What follows belongs to an exercise in optimizing a design on an open flow for small area and a short achievable clock period; a production flow would make more cautious choices. The RTL was checked by simulation tests, not by an equivalence proof against the original design. Power is estimated from default activity; no workload was simulated.

$ cat flow/design.v
`timescale 1ns/100ps
package wb_pkg;
  localparam logic [1:0] size_byte  = 2'd0;
  localparam logic [1:0] size_word  = 2'd1;
  localparam logic [1:0] size_dword = 2'd2;
  localparam int unsigned cf_bit = 0;
  localparam int unsigned pf_bit = 2;
  localparam int unsigned af_bit = 4;
  localparam int unsigned zf_bit = 6;
  localparam int unsigned sf_bit = 7;
  localparam int unsigned df_bit = 10;
  localparam int unsigned of_bit = 11;
  localparam logic [31:0] flags_write_mask = (32'd1 << cf_bit) |
                                             (32'd1 << pf_bit) |
                                             (32'd1 << af_bit) |
                                             (32'd1 << zf_bit) |
                                             (32'd1 << sf_bit) |
                                             (32'd1 << df_bit) |
                                             (32'd1 << of_bit);
  typedef union packed {
    logic [31:0] raw;
    struct packed {
      logic [19:0] rsvd_hi;
      logic        of;
      logic        df;
      logic [1:0]  rsvd_9_8;
      logic        sf;
      logic        zf;
      logic        rsvd_5;
      logic        af;
      logic        rsvd_3;
      logic        pf;
      logic        rsvd_1;
      logic        cf;
    } named;
  } eflags_u;
endpackage
module g_nor2 (input logic a, input logic b, output logic y);
  assign y = ~(a | b);
endmodule
module g_nand2 (input logic a, input logic b, output logic y);
  assign y = ~(a & b);
endmodule
module g_inv (input logic a, output logic y);
  assign y = ~a;
endmodule
module g_nand3 (input logic a, input logic b, input logic c, output logic y);
  assign y = ~(a & b & c);
endmodule
module g_mux2i (input logic s, input logic a1, input logic a0, output logic y);
  assign y = ~(s ? a1 : a0);
endmodule
module g_nor3 (input logic a, input logic b, input logic c, output logic y);
  assign y = ~(a | b | c);
endmodule
`timescale 1ns/100ps
module and_prefix #(
  parameter int N = 32
) (
  input  logic [N-1:0] x,
  output logic [N-1:0] p
);
  localparam int LV = (N > 16) ? 5 : (N > 8) ? 4 : (N > 4) ? 3 : (N > 2) ? 2 : 1;
  logic [LV:0][N-1:0] t;
  assign t[0] = x;
  for (genvar l = 0; l < LV; l++) begin : g_lv
    for (genvar i = 0; i < N; i++) begin : g_i
      if ((i >> l) & 1) begin : g_m
        assign t[l+1][i] = t[l][i] & t[l][((i >> l) << l) - 1];
      end else begin : g_k
        assign t[l+1][i] = t[l][i];
      end
    end
  end
  assign p = {t[LV][N-2:0], 1'b1};
endmodule
module hold_bit
(
  input  logic s,
  input  logic dn,
  input  logic q,
  output logic d
);
  assign d = (q | s) & ~(s & dn);
endmodule
module hold_bit_r
(
  input  logic s,
  input  logic r,
  input  logic dn,
  input  logic q,
  output logic d
);
  assign d = (q | s) & ~(s & dn) & ~r;
endmodule
module is_one
(
  input  logic [31:0] x,
  output logic [1:0]  y_n
);
  logic [15:0] l1;
  logic [7:0]  l2;
  logic [3:0]  l3;
  assign l1[0] = x[0] & ~x[1];
  for (genvar i = 1; i < 16; i++) begin : g_l1
    g_nor2 n_i (.a(x[2*i]), .b(x[2*i+1]), .y(l1[i]));
  end
  for (genvar i = 0; i < 8; i++) begin : g_l2
    g_nand2 n_i (.a(l1[2*i]), .b(l1[2*i+1]), .y(l2[i]));
  end
  for (genvar i = 0; i < 4; i++) begin : g_l3
    g_nor2 n_i (.a(l2[2*i]), .b(l2[2*i+1]), .y(l3[i]));
  end
  for (genvar i = 0; i < 2; i++) begin : g_l4
    g_nand2 n_i (.a(l3[2*i]), .b(l3[2*i+1]), .y(y_n[i]));
  end
endmodule
module repne_fin
(
  input  logic un,
  input  logic wn,
  input  logic p,
  input  logic q,
  output logic y
);
  assign y = ~((p | q | un) & wn);
endmodule
module cmps_repne_unit
(
  input  logic        clk,
  input  logic        rst,
  input  logic        v,
  input  logic        is_cmps_first,
  input  logic        is_cmps_second,
  input  logic        is_repne_first,
  input  logic        ld_count,
  input  logic        dir_flag,
  input  logic        zero_flag,
  input  logic [1:0]  datasize,
  input  logic [31:0] pointer,
  input  logic [31:0] count,
  output logic [31:0] next_pointer_n,   
  output logic [31:0] first_pointer,
  output logic [31:0] next_count_zn,    
  output logic        repne_done
);
  logic [2:0]  addend;
  logic [2:0]  lo;
  logic [31:0] g;
  logic [28:0] gp, x_hi;
  logic        t;
  always_comb begin
    case (datasize)
      wb_pkg::size_byte: addend = dir_flag ? 3'b111 : 3'b001;
      wb_pkg::size_word: addend = dir_flag ? 3'b110 : 3'b010;
      default:           addend = 3'b100;
    endcase
  end
  assign lo = pointer[2:0] + addend;
  assign g  = pointer ^ {32{dir_flag}};
  assign t  = g[2] & (datasize[1] | g[1]) & (datasize[1] | datasize[0] | g[0]);
  and_prefix #(.N(29)) ptr_pfx_i (.x(g[31:3]), .p(gp));
  assign x_hi = pointer[31:3] ^ gp;
  for (genvar b = 0; b < 29; b++) begin : g_np
    g_mux2i np_i (.s(t), .a1(x_hi[b]), .a0(pointer[b+3]), .y(next_pointer_n[b+3]));
  end
  assign next_pointer_n[2:0] = ~lo;
  logic [31:0] count_q;
  logic [31:0] count_base;
  logic [31:0] zp;
  logic        ld_fp;
  logic [31:0] fp_d;
  assign ld_fp = v && is_cmps_first;
  for (genvar b = 0; b < 32; b++) begin : g_fp
    hold_bit_r fp_bit_i (.s(ld_fp), .r(rst), .dn(next_pointer_n[b]), .q(first_pointer[b]), .d(fp_d[b]));
  end
  always_ff @(posedge clk) begin
    first_pointer <= fp_d;
  end
  assign count_base = is_repne_first ? count : count_q;
  and_prefix #(.N(32)) cnt_pfx_i (.x(~count_base), .p(zp));
  logic [31:0] next_count;
  logic        ld_q;
  assign next_count    = count_base ^ zp;
  assign next_count_zn = ~next_count | {32{rst}};
  assign ld_q = rst || (v && ld_count);
  logic [31:0] cq_d;
  for (genvar b = 0; b < 32; b++) begin : g_cq
    hold_bit cq_bit_i (.s(ld_q), .dn(next_count_zn[b]), .q(count_q[b]), .d(cq_d[b]));
  end
  always_ff @(posedge clk) begin
    count_q <= cq_d;
  end
  logic [1:0] in_one_n, held_one_n;
  logic       u_n, w_n;
  is_one in_one_i   (.x(count),   .y_n(in_one_n));
  is_one held_one_i (.x(count_q), .y_n(held_one_n));
  assign u_n = ~(v && is_cmps_second && is_repne_first);
  assign w_n = ~(v && is_cmps_second &&
                 (zero_flag || (!is_repne_first && held_one_n == 2'b00)));
  repne_fin repne_fin_i (.un(u_n), .wn(w_n), .p(in_one_n[1]), .q(in_one_n[0]), .y(repne_done));
endmodule
`timescale 1ns/100ps
module writeback_stage
(
  input  logic        clk,
  input  logic        rst,
  input  logic        wb_v,
  input  logic        ld_gpr1,
  input  logic        ld_gpr2,
  input  logic        ld_gpr3,
  input  logic        ld_flags,
  input  logic [31:0] flags_affected,
  input  logic [31:0] new_flags,
  input  logic [1:0]  datasize,
  input  logic [2:0]  dr1,
  input  logic [2:0]  dr2,
  input  logic [2:0]  dr3,
  output logic [7:0]  s3,
  output logic [7:0]  s2,
  output logic [7:0][2:0] s1,
  output logic [7:0][2:0] w,
  output logic [6:0]  fl_q       
);
  logic [2:0] lane;
  assign lane = {datasize[1], datasize != 2'd0, 1'b1};
  for (genvar r = 0; r < 8; r++) begin : g_sel
    logic h1, h2, h3;
    assign h3 = wb_v && ld_gpr3 && (dr3 == 3'(r));
    assign h2 = wb_v && ld_gpr2 && (dr2 == 3'(r));
    assign h1 = wb_v && ld_gpr1 && (dr1 == 3'(r));
    assign s3[r] = rst || h3;
    assign s2[r] = !rst && !h3 && h2;
    assign s1[r] = {3{!rst && !h3 && !h2 && h1}} & lane;
    assign w[r]  = {3{s3[r] | s2[r]}} | s1[r];
  end
  logic [6:0] fa, nf;
  assign fa = {flags_affected[11], flags_affected[10], flags_affected[7], flags_affected[6],
               flags_affected[4], flags_affected[2], flags_affected[0]};
  assign nf = {new_flags[11], new_flags[10], new_flags[7], new_flags[6],
               new_flags[4], new_flags[2], new_flags[0]};
  for (genvar f = 0; f < 7; f++) begin : g_fl
    always_ff @(posedge clk) begin
      if (rst) begin
        fl_q[f] <= 1'b0;
      end else if (wb_v && ld_flags && fa[f]) begin
        fl_q[f] <= nf[f];
      end
    end
  end
endmodule
`timescale 1ns/100ps
module gpr_wbit
(
  input  logic s1,
  input  logic s2,
  input  logic s3,
  input  logic w,
  input  logic d1n,
  input  logic d2n,
  input  logic d3n,
  input  logic q,
  output logic d
);
  assign d = (q | w) & ~((s1 & d1n) | (s2 & d2n) | (s3 & d3n));
endmodule
module gpr_slice
(
  input  logic        clk,
  input  logic        s3,       
  input  logic        s2,       
  input  logic [2:0]  s1,       
  input  logic [2:0]  w,        
  input  logic [31:0] d3n,
  input  logic [31:0] d2n,
  input  logic [31:0] d1n,
  output logic [31:0] q
);
  logic [31:0] d;
  for (genvar b = 0; b < 32; b++) begin : g_bit
    localparam int L = (b < 8) ? 0 : (b < 16) ? 1 : 2;
    gpr_wbit wbit_i (
      .s1  (s1[L]),
      .s2  (s2),
      .s3  (s3),
      .w   (w[L]),
      .d1n (d1n[b]),
      .d2n (d2n[b]),
      .d3n (d3n[b]),
      .q   (q[b]),
      .d   (d[b])
    );
  end
  always_ff @(posedge clk) begin
    q <= d;
  end
endmodule
`timescale 1ns/100ps
module gpr_rgrp2
(
  input  logic [1:0] sel,
  input  logic [1:0] d,
  output logic       y_n
);
  assign y_n = ~|(sel & d);
endmodule
module gpr_nand4
(
  input  logic [3:0] a,
  output logic       y
);
  assign y = ~&a;
endmodule
module gpr_rbit
(
  input  logic [7:0] sel,
  input  logic [7:0] d,
  output logic       y
);
  logic [3:0] g_n;
  for (genvar i = 0; i < 4; i++) begin : g_grp
    gpr_rgrp2 grp_i (.sel(sel[2*i+1:2*i]), .d(d[2*i+1:2*i]), .y_n(g_n[i]));
  end
  gpr_nand4 or_i (.a(g_n), .y(y));
endmodule
module gpr_read_port
(
  input  logic [7:0][31:0] reg_q,
  input  logic [3:0][7:0]  sel,      
  output logic [31:0]      rd_data
);
  for (genvar b = 0; b < 32; b++) begin : g_bit
    gpr_rbit rbit_i (
      .sel (sel[b / 8]),
      .d   ({reg_q[7][b], reg_q[6][b], reg_q[5][b], reg_q[4][b],
             reg_q[3][b], reg_q[2][b], reg_q[1][b], reg_q[0][b]}),
      .y   (rd_data[b])
    );
  end
endmodule
module wd1_muxi
(
  input  logic        sel,
  input  logic [31:0] a,
  input  logic [31:0] b,
  output logic [31:0] y_n
);
  assign y_n = ~(sel ? a : b);
endmodule
module inv32
(
  input  logic [31:0] a,
  output logic [31:0] y
);
  assign y = ~a;
endmodule
module rd_decode
(
  input  logic [2:0] a,
  input  logic [2:0] a_n,
  output logic [7:0] sel
);
  for (genvar r = 0; r < 8; r++) begin : g_r
    g_nor3 nor_i (
      .a (r[0] ? a_n[0] : a[0]),
      .b (r[1] ? a_n[1] : a[1]),
      .c (r[2] ? a_n[2] : a[2]),
      .y (sel[r])
    );
  end
endmodule
module wb_regfile_top #(
  parameter int ADDR_W = 3
) (
  input  logic              clk,
  input  logic              rst,
  input  logic              wb_v,
  input  logic              ld_gpr1,
  input  logic              ld_gpr2,
  input  logic              ld_gpr3,
  input  logic              dcache_write,
  input  logic              ld_flags,
  input  logic [31:0]       flags_affected,
  input  logic [31:0]       new_flags,
  input  logic              is_cmps_first,
  input  logic              is_cmps_second,
  input  logic              is_repne_first,
  input  logic [1:0]        datasize,
  input  logic [31:0]       alu_result,
  input  logic [31:0]       cmps_pointer,
  input  logic [31:0]       count,
  input  logic [31:0]       address,
  input  logic [ADDR_W-1:0] dr1,
  input  logic [ADDR_W-1:0] dr2,
  input  logic [ADDR_W-1:0] dr3,
  input  logic [ADDR_W-1:0] rd_addr_a,
  input  logic [ADDR_W-1:0] rd_addr_b,
  output logic [31:0]       rd_data_a,
  output logic [31:0]       rd_data_b,
  output logic [31:0]       flags,
  output logic              dcache_we,
  output logic [31:0]       dcache_data,
  output logic [31:0]       dcache_addr,
  output logic [1:0]        dcache_size,
  output logic              repne_done
);
  logic [7:0]       s3, s2;
  logic [7:0][2:0]  s1, w;
  logic [3:0][7:0]  sel_a, sel_b;
  logic [31:0]      d1n, d2n, d3n;
  logic [6:0]       fl_q;
  logic [31:0]      next_pointer_n, first_pointer, next_count_zn;
  logic [31:0]      wd1;
  logic [7:0][31:0] reg_q;
  writeback_stage writeback_stage_i (
    .clk            (clk),
    .rst            (rst),
    .wb_v           (wb_v),
    .ld_gpr1        (ld_gpr1),
    .ld_gpr2        (ld_gpr2),
    .ld_gpr3        (ld_gpr3),
    .ld_flags       (ld_flags),
    .flags_affected (flags_affected),
    .new_flags      (new_flags),
    .datasize       (datasize),
    .dr1            (dr1),
    .dr2            (dr2),
    .dr3            (dr3),
    .s3             (s3),
    .s2             (s2),
    .s1             (s1),
    .w              (w),
    .fl_q           (fl_q)
  );
  cmps_repne_unit cmps_repne_unit_i (
    .clk            (clk),
    .rst            (rst),
    .v              (wb_v),
    .is_cmps_first  (is_cmps_first),
    .is_cmps_second (is_cmps_second),
    .is_repne_first (is_repne_first),
    .ld_count       (ld_gpr3),
    .dir_flag       (fl_q[5]),
    .zero_flag      (fl_q[3]),
    .datasize       (datasize),
    .pointer        (cmps_pointer),
    .count          (count),
    .next_pointer_n (next_pointer_n),
    .first_pointer  (first_pointer),
    .next_count_zn  (next_count_zn),
    .repne_done     (repne_done)
  );
  wd1_muxi wd1_mux_i (.sel(is_cmps_first), .a(first_pointer), .b(alu_result), .y_n(d1n));
  inv32 wd1_inv_i (.a(d1n), .y(wd1));
  assign d2n = next_pointer_n;
  assign d3n = next_count_zn;
  for (genvar i = 0; i < 8; i++) begin : g_gpr
    gpr_slice gpr_slice_i (
      .clk (clk),
      .s3  (s3[i]),
      .s2  (s2[i]),
      .s1  (s1[i]),
      .w   (w[i]),
      .d3n (d3n),
      .d2n (d2n),
      .d1n (d1n),
      .q   (reg_q[i])
    );
  end
  logic [2:0] rd_addr_a_n, rd_addr_b_n;
  for (genvar i = 0; i < 3; i++) begin : g_ra_n
    g_inv inv_a_i (.a(rd_addr_a[i]), .y(rd_addr_a_n[i]));
    g_inv inv_b_i (.a(rd_addr_b[i]), .y(rd_addr_b_n[i]));
  end
  for (genvar k = 0; k < 4; k++) begin : g_dec
    rd_decode dec_a_i (.a(rd_addr_a), .a_n(rd_addr_a_n), .sel(sel_a[k]));
    rd_decode dec_b_i (.a(rd_addr_b), .a_n(rd_addr_b_n), .sel(sel_b[k]));
  end
  gpr_read_port read_a_i (.reg_q(reg_q), .sel(sel_a), .rd_data(rd_data_a));
  gpr_read_port read_b_i (.reg_q(reg_q), .sel(sel_b), .rd_data(rd_data_b));
  assign flags = {20'd0, fl_q[6], fl_q[5], 2'b00, fl_q[4], fl_q[3], 1'b0,
                  fl_q[2], 1'b0, fl_q[1], 1'b0, fl_q[0]};
  assign dcache_we   = wb_v && dcache_write;
  assign dcache_data = wd1;
  assign dcache_addr = address;
  assign dcache_size = datasize;
endmodule
$ cat flow/flow/run.sh
#!/bin/bash
# Layout flow: the standard flow, with two changes:
#  - synthesis runs synth_recipe.tcl unchanged except that abc maps the logic
#    with flow/abc.script (a plain area-recovering mapping) instead of ORFS's
#    speed script;
#  - the port buffers are the smallest buffer cell, left to the resizer to upsize.
set -euo pipefail
W=$PWD
cat > $W/my_synth.tcl <<EOS
proc abc {args} {
  set i [lsearch -exact \$args -script]
  if {\$i >= 0} { lset args [expr {\$i + 1}] $W/flow/abc.script }
  yosys abc {*}\$args
}
source $W/synth_recipe.tcl
EOS
ARGS=(SYNTH_SCRIPT=$W/my_synth.tcl "BUFFER_PORTS_ARGS=-buffer_cell sky130_fd_sc_hd__buf_1")
bash standard.sh "${ARGS[@]}" synth > $W/synth.log 2>&1
bash standard.sh "${ARGS[@]}" finish > $W/layout.log 2>&1
$ cat flow/flow/abc.script
&get -n
&st
&dch
&nf
&put
$ cat flow/standard.sh
#!/bin/bash
# synth_recipe.tcl (not shown) runs the flow's synth.tcl, then flattens the netlist and writes it again
# the make line also repeats each setting of config.mk as NAME=value (left out here)
make -C /OpenROAD-flow-scripts/flow DESIGN_CONFIG=/design/flow/config.mk WORK_HOME=/design/flow/orfs CLKGATE_MAP_FILE= SYNTH_SCRIPT=/design/flow/synth_recipe.tcl "${@:-finish}"
$ cat flow/config.mk
export PLATFORM = sky130hd
export DESIGN_NAME = wb_regfile_top
export DESIGN_NICKNAME = wb_regfile_top
export VERILOG_FILES = /design/flow/design.v
export SDC_FILE = /design/flow/constraint.sdc
export NUM_CORES = 4
export LEC_CHECK = 0
export CAP_MARGIN = 20
export CORE_MARGIN = 2
export CORE_UTILIZATION = 38
export CTS_BUF_LIST = sky130_fd_sc_hd__clkbuf_4 sky130_fd_sc_hd__clkbuf_8
export CTS_CLUSTER_DIAMETER = 60
export CTS_CLUSTER_SIZE = 12
export SETUP_SLACK_MARGIN = 2.5
export SLEW_MARGIN = 20
export SYNTH_HIERARCHICAL = 1
export TNS_END_PERCENT = 0
$ cat flow/constraint.sdc
create_clock -name core_clock -period 5.5 [get_ports {clk}]
set_input_delay 1.1000 -clock core_clock [delete_from_list [all_inputs] [get_ports {clk}]]
set_output_delay 1.1000 -clock core_clock [all_outputs]
set_load 0.01 [all_outputs]
==> run summary <==
## metal layers
layer | track usage | routed length [µm]
met1 | 0.443 | 33700
met2 | 0.529 | 39700
met4 | 0.202 | 5810
met3 | 0.102 | 13400
met5 | 0 | 31
## power breakdown
group          internal (mW)  switching, mW  total [mW]
clock                  0.861          0.975        1.84
sequential              2.67          0.259        2.92
combinational          0.724           1.10        1.82
total                   4.25           2.33        6.58
## layout make-up
type	instances	area [µm²]
Timing Repair Buffer	433	2880
Tap cell	615	769
Antenna cell	4	10.0
Multi-Input combinational cell	1558	12500
Sequential cell	327	6550
Clock inverter	11	120
Clock buffer	49	643
Timing Repair inverter	1	16.3
Inverter	82	419
Fill cell	4526	23900
## metrics by stage
stage	worst slack [ps]	instances	area (µm²)	power, mW
detailed placement	775	2977	21200	4.52
global placement	885	2977	21200	4.47
floorplan	2120	2030	18700	3.88
CTS	2060	3065	23300	6.45
finish	1990	3080	23900	6.58
global route	1990	3080	23900	6.81
## cell usage in the layout (no fill, tap or decap), drive strengths merged, types with 2 or more instances in the layout
cell,count
nor3,100
nand4,69
bufbuf,2
nor4,6
a221o,8
o21ai,49
a211oi,32
a21oi,65
a222oi,256
xnor2,2
inv,2
a21o,9
bufinv,2
clkbuf,62
mux2i,100
nor2,129
a221oi,8
clkinv,87
a22oi,256
conb,27
clkinvlp,3
and2,16
nand2,42
buf,418
dfxtp,327
o21a,256
nand2b,2
xor2,60
and4,12
and3b,3
and3,17
nand3,18
diode,4
nor2b,8
or3,2
## critical path, stage by stage
cell	delay [ps]
clkbuf_2	100
buf_12	150
buf_12	150
nor3_2	40
buf_4	190
a22oi_1	190
nand4_1	240
buf_2	220
## timing repair
action,CTS,global route
setup endpoints to repair,397,388
pin swaps,41,33
setup buffers,24,7
gates cloned,4,2
gates resized for setup,233,120
## registers in the layout, summed over array words and instances (netlist names)
| register | cells |
|---|---|
| cmps_repne_unit_i.first_pointer | 32 |
| cmps_repne_unit_i.count_q | 32 |
| g_gpr.gpr_slice_i.q | 256 |
| writeback_stage_i.fl_q | 7 |
## path summary, 6_finish.rpt
check | startpoint | to | slack, ps | cells past startpoint
min reg2reg | g_gpr[4].gpr_slice_i.q[20] | g_gpr[4].gpr_slice_i.q[20] | 480 | 1
max reg2reg | writeback_stage_i.fl_q[5] | g_gpr[2].gpr_slice_i.q[31] | 2330 | 10
max | rd_addr_b[2] | rd_data_b[25] | 1990 | 8
min | g_gpr[4].gpr_slice_i.q[20] | g_gpr[4].gpr_slice_i.q[20] | 480 | 1
==> results.sh <==
export IMPL_fin_tns_setup_ps=0
export IMPL_start_util=0.387
export IMPL_p_per_area_nw_per_um2=275
export IMPL_post_drt_wl_per_cell_um=30.1
export IMPL_dieWidth_um=225
export IMPL_clock_sinks=327
export IMPL_fin_hold_ws_ps=482
export IMPL_cp_start_kind="primary input"
export IMPL_htreeDepth=2
export IMPL_grt_usage=0.350
export IMPL_final_min_clock_period_ps=3510
export IMPL_antenna_found_initial=6
export IMPL_crit_arrival_ps=2410
export IMPL_ir_drop_mv=0.123
export IMPL_dr_total_vias=22100
export IMPL_area_growth_synth_to_final_pct=29.4
export IMPL_status="complete, no violations"
export IMPL_portBuffers=244
export IMPL_synth_area_per_cell_um2=9.22
export IMPL_num_rows=80
export IMPL_grt_max_degree=55
export IMPL_syn_area_um2=18500
export IMPL_fmax_mhz=285
export IMPL_end_kind="output port"
export IMPL_grt_pass1_wl_mm=132
export IMPL_finalMaxSlewViolations=0
export IMPL_yosys_warnings=9
export IMPL_finalCritPeriodShare=0.638
export IMPL_die_area_um2=50400
export IMPL_first_global_vias=20900
export IMPL_final_layout_size_suffix_gt1_frac=0.205
export IMPL_cts_made_buffers=37
export IMPL_utilization=0.500
export IMPL_crit_type="primary input to output port"
export IMPL_dpl_hpwl_mm=58.7
export IMPL_grt_setup_unrepaired="true"
export IMPL_synth_cells=2006
export IMPL_tightest_slew_ps=1240
export IMPL_cts_hold_repair_buffers=0
export IMPL_hold_violations=0
export IMPL_gr_total_overflow=0
export IMPL_routed_wl_mm=92.7
export IMPL_clk_insertion_delay_late_ps=630
export IMPL_power_leakage_nw=8.50
export IMPL_worstPathRequired_ps=4400
export IMPL_pin_count=384
export IMPL_vias_per_cell=7.18
export IMPL_drc=0
export IMPL_postRouteAntennaNets=0
export IMPL_core_um2=47800
export IMPL_slew_headroom=0.166
export IMPL_fin_worst_skew_ps=19.4
export IMPL_dieHeight_um=225
export IMPL_drtIter0Drc=4195
export IMPL_cts_tree="done"
export IMPL_gp_congestion=0.960
export IMPL_drv_cap=0
export IMPL_dr_pass1_iters=14
export IMPL_cts_buffer_depth=3
export IMPL_hp_class="register to register"
export IMPL_fin_nets=2662
export IMPL_clockRootBuffer="clkbuf_8"
export IMPL_worstPathMaxFanout=8
export IMPL_setup_viol=0
export IMPL_clkTransAtPathRegs_ps=70

==> afterwards: timing with drivers on the ports <==
No port has a modelled driver above. Below, the same layout with a new extraction and two added sets of constraints.
Step 1, drivers: a clkbuf_16 drives clk and a buf_2 each remaining input, both assumed.
Step 2 times the ports against the registers' clock, not the clock port: input delays grow and output delays shrink by t, the midpoint of the rising clock arrivals with the driver on.
a / b / c = no drivers / after step 1 / after step 2; a / b = the first two.
t, ns: 0.673
slack for setup (ns): 1.989 / 1.962 / 1.494
clock arrival spread, ns: 0.020 / 0.021
worst slew at a driven data input, ns: 0.11
After both steps setup and hold are still met in this run. The setup slack of this run moves by -0.027 ns with the drivers and by -0.495 ns with both steps.
